From an optimization exercise on the open Yosys and OpenROAD flow, aimed at small area; shortcuts taken in it are not production practice. Only simulation tests tie the RTL to the original design; equivalence was not proved. Power is estimated from default activity; no workload was simulated.

==> design.v <==
package regfile_scoreboard_pkg;
  localparam int DATA_W_DEF = 32;
  localparam int ADDR_W_DEF = 5;
  localparam int ZERO_IDX = 0;
endpackage
module rf_ao222 (
  input  logic s0, d0,
  input  logic s1, d1,
  input  logic s2, d2,
  output logic y_n
);
  assign y_n = ~((s0 & d0) | (s1 & d1) | (s2 & d2));
endmodule
module rf_ao22 (
  input  logic s0, d0,
  input  logic s1, d1,
  output logic y_n
);
  assign y_n = ~((s0 & d0) | (s1 & d1));
endmodule
module rf_hold (
  input  logic we,
  input  logic we_n,
  input  logic d,
  input  logic q,
  output logic y
);
  assign y = (we & d) | (we_n & q);
endmodule
module regfile_scoreboard
#(
  parameter int DATA_W   = regfile_scoreboard_pkg::DATA_W_DEF,
  parameter int ADDR_W   = regfile_scoreboard_pkg::ADDR_W_DEF,
  parameter int ZERO_REG = 1
) (
  input  logic              clk,
  input  logic              rst_n,
  input  logic [ADDR_W-1:0] rd_addr1,
  input  logic [ADDR_W-1:0] rd_addr2,
  output logic [DATA_W-1:0] rd_data1,
  output logic [DATA_W-1:0] rd_data2,
  input  logic              wr_en,
  input  logic [ADDR_W-1:0] wr_addr,
  input  logic [DATA_W-1:0] wr_data,
  input  logic              iss_en,
  input  logic [ADDR_W-1:0] iss_addr,
  output logic              busy1,
  output logic              busy2,
  output logic              stall,
  output logic [ADDR_W:0]   pend_cnt
);
  localparam int DEPTH = 2 ** ADDR_W;
  localparam int LO    = (ZERO_REG != 0) ? regfile_scoreboard_pkg::ZERO_IDX + 1 : 0;
  localparam int NT    = DEPTH - LO + 1;
  localparam int NG    = (NT + 2) / 3;
  localparam int CW    = (ZERO_REG != 0) ? ADDR_W : ADDR_W + 1;
  logic [DEPTH-1:0]  wdec, rdec1, rdec2, idec;
  logic [DATA_W-1:0] mem [DEPTH];
  logic [DEPTH-1:0]  vld;
  logic [DEPTH-1:0]  pend;
  logic [CW-1:0]     cnt;
  always_comb begin
    for (int i = 0; i < DEPTH; i++) begin
      wdec[i]  = (i >= LO) && wr_en  && (wr_addr  == ADDR_W'(i));
      idec[i]  = (i >= LO) && iss_en && (iss_addr == ADDR_W'(i));
      rdec1[i] = (i >= LO) && (rd_addr1 == ADDR_W'(i));
      rdec2[i] = (i >= LO) && (rd_addr2 == ADDR_W'(i));
    end
  end
  logic [DEPTH-1:0]  wdec_n;
  logic [DATA_W-1:0] mem_d [DEPTH];
  assign wdec_n = ~wdec;
  for (genvar i = LO; i < DEPTH; i++) begin : g_reg
    for (genvar b = 0; b < DATA_W; b++) begin : g_bit
      rf_hold u_hold (
        .we   (wdec[i]),
        .we_n (wdec_n[i]),
        .d    (wr_data[b]),
        .q    (mem[i][b]),
        .y    (mem_d[i][b])
      );
    end
  end
  always_ff @(posedge clk) begin
    for (int i = LO; i < DEPTH; i++)
      mem[i] <= mem_d[i];
  end
  logic wr_hit1, wr_hit2, iss_hit_wr;    
  logic p_rd1, p_rd2, p_wr, p_iss;       
  assign wr_hit1    = wr_en && (wr_addr == rd_addr1);
  assign wr_hit2    = wr_en && (wr_addr == rd_addr2);
  assign iss_hit_wr = iss_en && (iss_addr == wr_addr);
  assign p_rd1 = |(rdec1 & pend);
  assign p_rd2 = |(rdec2 & pend);
  assign p_wr  = |(wdec & pend);
  assign p_iss = |(idec & pend);
  logic inc, dec;
  assign inc = (|idec) & ~p_iss;
  assign dec = p_wr & ~iss_hit_wr;
  always_ff @(posedge clk) begin
    if (!rst_n) begin
      vld  <= '0;
      pend <= '0;
      cnt  <= '0;
    end else begin
      vld  <= vld | wdec;
      pend <= (pend & ~wdec) | idec;
      cnt  <= cnt + CW'(inc) - CW'(dec);
    end
  end
  assign pend_cnt = (ADDR_W + 1)'(cnt);
  logic [DEPTH-1:0] sel1, sel2;
  logic             byp1, byp2;
  assign sel1 = rdec1 & vld & ~wdec;
  assign sel2 = rdec2 & vld & ~wdec;
  assign byp1 = wr_hit1 && (|rdec1);
  assign byp2 = wr_hit2 && (|rdec2);
  logic [NT-1:0]     ts1, ts2;
  logic [DATA_W-1:0] td [NT];
  always_comb begin
    for (int i = LO; i < DEPTH; i++) begin
      ts1[i-LO] = sel1[i];
      ts2[i-LO] = sel2[i];
      td[i-LO]  = mem[i];
    end
    ts1[NT-1] = byp1;
    ts2[NT-1] = byp2;
    td[NT-1]  = wr_data;
  end
  for (genvar b = 0; b < DATA_W; b++) begin : g_bit
    logic [NG-1:0] n1, n2;   
    for (genvar g = 0; g < NG; g++) begin : g_grp
      if (3*g + 2 < NT) begin : g_3
        rf_ao222 u_p1 (
          .s0 (ts1[3*g]),   .d0 (td[3*g][b]),
          .s1 (ts1[3*g+1]), .d1 (td[3*g+1][b]),
          .s2 (ts1[3*g+2]), .d2 (td[3*g+2][b]),
          .y_n(n1[g])
        );
        rf_ao222 u_p2 (
          .s0 (ts2[3*g]),   .d0 (td[3*g][b]),
          .s1 (ts2[3*g+1]), .d1 (td[3*g+1][b]),
          .s2 (ts2[3*g+2]), .d2 (td[3*g+2][b]),
          .y_n(n2[g])
        );
      end else if (3*g + 1 < NT) begin : g_2
        rf_ao22 u_p1 (
          .s0 (ts1[3*g]),   .d0 (td[3*g][b]),
          .s1 (ts1[3*g+1]), .d1 (td[3*g+1][b]),
          .y_n(n1[g])
        );
        rf_ao22 u_p2 (
          .s0 (ts2[3*g]),   .d0 (td[3*g][b]),
          .s1 (ts2[3*g+1]), .d1 (td[3*g+1][b]),
          .y_n(n2[g])
        );
      end else begin : g_1
        assign n1[g] = ~(ts1[3*g] & td[3*g][b]);
        assign n2[g] = ~(ts2[3*g] & td[3*g][b]);
      end
    end
    assign rd_data1[b] = ~&n1;
    assign rd_data2[b] = ~&n2;
  end
  assign busy1 = p_rd1 & ~wr_hit1;
  assign busy2 = p_rd2 & ~wr_hit2;
  assign stall = busy1 | busy2;
endmodule
==> flow/run.sh <==
#!/bin/bash
# Own layout flow: the standard ORFS flow (standard.sh) with two changes,
# passed to ORFS through its own environment variables:
#   - clock tree: no dummy loads, clkbuf_16 only, sink clusters of up to 25
#     flip-flops within 70 um (fewer, fuller leaf buffers)
#   - port buffers: every input and output port still gets a buffer, but the
#     plain buf_2 instead of a clkdlybuf4s50_1 delay cell
# The make output goes to flow_make.log in the work folder; each ORFS step
# writes its full log under orfs/logs/.
set -euo pipefail
export CTS_ARGS="-sink_clustering_enable -repair_clock_nets -dont_use_dummy_load -buf_list sky130_fd_sc_hd__clkbuf_16 -sink_clustering_size 25 -sink_clustering_max_diameter 70"
export BUFFER_PORTS_ARGS="-buffer_cell sky130_fd_sc_hd__buf_2"
bash standard.sh > flow_make.log 2>&1
==> standard.sh <==
#!/bin/bash
# synth_recipe.tcl (not shown) runs the flow's synth.tcl, then flattens the netlist and writes it again
# the make line also repeats each setting of config.mk as NAME=value (left out here)
make -C /OpenROAD-flow-scripts/flow DESIGN_CONFIG=/design/flow/config.mk WORK_HOME=/design/flow/orfs CLKGATE_MAP_FILE= SYNTH_SCRIPT=/design/flow/synth_recipe.tcl "${@:-finish}"
==> config.mk <==
export PLATFORM = sky130hd
export DESIGN_NAME = regfile_scoreboard
export DESIGN_NICKNAME = regfile_scoreboard
export VERILOG_FILES = /design/flow/design.v
export SDC_FILE = /design/flow/constraint.sdc
export NUM_CORES = 4
export LEC_CHECK = 0
export CAP_MARGIN = 20
export CORE_MARGIN = 2
export CORE_UTILIZATION = 40
export PLACE_DENSITY = 0.75
export SETUP_SLACK_MARGIN = 0.5
export SLEW_MARGIN = 20
export SYNTH_HIERARCHICAL = 1
==> constraint.sdc <==
create_clock -name core_clock -period 7.5 [get_ports {clk}]
set_input_delay 1.5000 -clock core_clock [delete_from_list [all_inputs] [get_ports {clk}]]
set_output_delay 1.5000 -clock core_clock [all_outputs]
set_load 0.01 [all_outputs]
==> summary.txt <==
critical path, delay by kind of cell:
kind / cells / cell delay (ps)
simple gates: 7 / 2360
buf+inv: 4 / 1160
compound gates: 1 / 350
logic make-up after synthesis:
family | Yosys count | synth area share (%)
buffers and inverters | 97 | 0.911
AO/OA/AOI/OAI | 1835 | 40.2
AND/OR/NAND/NOR | 565 | 7.40
other | 1 | 0.00892
adder cells (fa/ha/maj) | 6 | 0.196
XOR/XNOR | 19 | 0.396
multiplexers | 18 | 0.476
flip-flops | 1059 | 50.4
power by group through the flow:
| stage | combinational (mW) | sequential, mW | clock [mW] |
|---|---|---|---|
| after global placement | 1.21 | 7.57 | 0 |
| after global routing | 1.40 | 7.66 | 3.32 |
| after floorplan | 0.953 | 7.39 | 0 |
| after detailed placement | 1.27 | 7.60 | 0 |
| after CTS | 1.28 | 7.50 | 3.13 |
| final | 1.30 | 7.55 | 3.15 |
final timing paths:
kind	startpoint	endpoint	slack, ps	depth (start not counted)
min	vld[12]	vld[12]	470	1
max	wr_addr[2]	rd_data2[4]	610	12
min reg2reg	vld[12]	vld[12]	470	1
max reg2reg	pend[19]	cnt[4]	4480	15
per-module statistics from Yosys (local to each module, per instance):
module	cell area, sq um	flops+latches	copies in the design
rf_ao222	10.0	0	640
rf_hold	8.76	0	992
rf_ao22	12.5	0	64
regfile_scoreboard	26200	1059	1
cell usage after synthesis (all sizes together), types with 15 or more instances:
library cell,n
nand4,197
clkbuf,36
nor4,22
nand2,61
nor3,51
a22o,995
a222oi,642
inv,45
buf,16
o21a,32
nor2,106
nand3,15
a22oi,110
nor2b,36
dfxtp,1059
state kept, by name (all words and copies together) (netlist names):
| name | cells |
|---|---|
| vld | 31 |
| pend | 31 |
| cnt | 5 |
| mem | 992 |
final cells by class:
class	instances	area (sq um)
antenna	14	35.0
clock buffer	55	1380
fill	9542	56400
inverter	45	170
multi-input combinational	2444	21200
sequential	1059	21200
tap	1380	1730
timing repair buffer	282	1800
per-layer routing:
layer  global-route usage (%)  vias to the layer above
met3                     13.9                      998
met1                     42.9                    20500
met5                     1.60                        -
li1                         -                    16900
met4                     25.2                       28
met2                     46.2                     4431
==> results.toml <==
[clock_tree]
clock_path_buffers = 3
clk_latency_ps = 620
postCtsResizedCells = 0
postCtsSetupBuffers = 0
cts_max_level = 2
cts_inserted_buffers = 55
clock-sinks = 1059
clkTransAtPathRegs_ps = 70
root_buffer = "clkbuf_16"
cts_hold_buffers = 0
cts_tree = "built"

[placement]
placed_area_sq_um = 46100
routabilityCongestion = 0.945
dpl_worst_slack_ps = 919
dp_cells = 5209
portBuffers = 127
hpwl_mm = 110

[floorplanning]
initial_core_util_pct = 40.5
rows = 118
die_width_microns = 328
ios = 129
die_height_microns = 328
dieArea_sq_um = 108000
core-area_sq_um = 104000

[yosys]
async_reset_ff_share_pct = 0
synth_area_per_cell_sq_um = 11.7
synth_top_area_share_pct = 50.4
seq_area_frac_synth_pct = 50.4
ys_seq_elements = 1059
synth-edff-count = 0
ys_top_cells_by_area = "dfxtp_1 50%, a22o_1 21%, a222oi_1 15%"
ys_types = 62
yosys_most_used_dff = "dfxtp_1"
netlist_area_sq_um = 42000
synth_top_area_cell = "dfxtp_1"
synth_cells = 3600
syn_nets = 3662
yosys_warnings = 12

[detailed_routing]
vias = 42900
drc = 0
met3_length_mm = 34.0
wl_met1_mm = 67.3
wl_per_cell_microns = 36.9
drt_iter0_drc = 10400
dr_wl_met2_mm = 76.0
drt_pass1_iterations = 14
ant_nets = 0
viasPerCell = 8.13
wl_mm = 195
highest_layer = "met5"

[grt]
grt-ovfl-total = 0
grt_max_degree = 68
grt_pass1_vias = 39800
grt.total_usage_pct = 34.1
antenna_found_initial = 30
grt_pass1_wl_mm = 276

[worst_setup_path]
critPathLaunchType = "primary input"
worst_ep_arrival_time_ps = 5390
crit_chain = "buf_2 > nor4bb_1 > and2_2 > inv_2 > nand2_1 > nor4_4 > buf_4 > a222oi_1 > nand4_1 > nor2_1 > nand4_1 > buf_2"
cp.required_ps = 6000
critPathKind = "primary input to output pin"
max_stage_delay_ps = 640
critPathMaxFanout = 34
crit_path_end_kind = "output pin"
crit_slowest_cell = "nand4_1"

[finish]
fin_cells = 5279
final_util_pct = 45.7
layout-drive-gt1-share_pct = 13.1
fin_area_sq_um = 47500
num-nets-final = 3949
layout_common_cells = "1059 x dfxtp_1, 995 x a22o_1, 642 x a222oi_1, 197 x nand4_1, 154 x buf_4"
final_common_cell = "dfxtp_1"
syn_to_final_growth_pct = 13.0

[timing]
fin_crit_ps = 6890
setup_violations = 0
rsz0062_at_grt = "no"
hold_viol = 0
fmax_ghz = 0.145
tightest_slew_ps = 1250
slew_viol_final = 0
min_period_over_period_pct = 91.9
setup_ws_ps = 607
slew_headroom_pct = 16.7
setup_tns_ps = 0
clock_skew_ps = 24.1
fin_hold_ws_ps = 470

[power_and_ir_drop]
p_sw_mw = 3.25
pwr-share-comb_pct = 10.8
powerDensity_nw_per_um2 = 253
clock_power_share_pct = 26.2
p_int_mw = 8.75
vdd_drop_max_v = 0.000194
p_leak_nw = 18.1
p_seq_share_pct = 62.9
total_power_mw = 12.0
switching_share_pct = 27.1

[flow_run]
cap_violations = 0

[hold_path]
holdCritPathClass = "flip-flop to flip-flop"

[run_status]
status = "no timing/DRC/antenna violations"

[port drivers added, routing unchanged]
How much do the figures lean on ideal ports? The routed layout below was timed once more, with nothing changed but the port constraints. Step 1, drivers: a clkbuf_16 drives clk and a buf_2 each remaining input, both assumed. Step 2 times the ports against the registers' clock, not the clock port: input delays grow and output delays shrink by t, the midpoint of the rising clock arrivals with the driver on. Three values: ideal ports, drivers, drivers and shift; two values: the first two.
shift t [ns]: 0.712
slack for setup (ns): 0.607 / 0.489 / 0.489
worst slew at a driven data input, ns: 0.15
After both steps this run still meets setup and hold. The setup slack of this run moves by -0.118 ns with the drivers and by -0.118 ns with both steps.
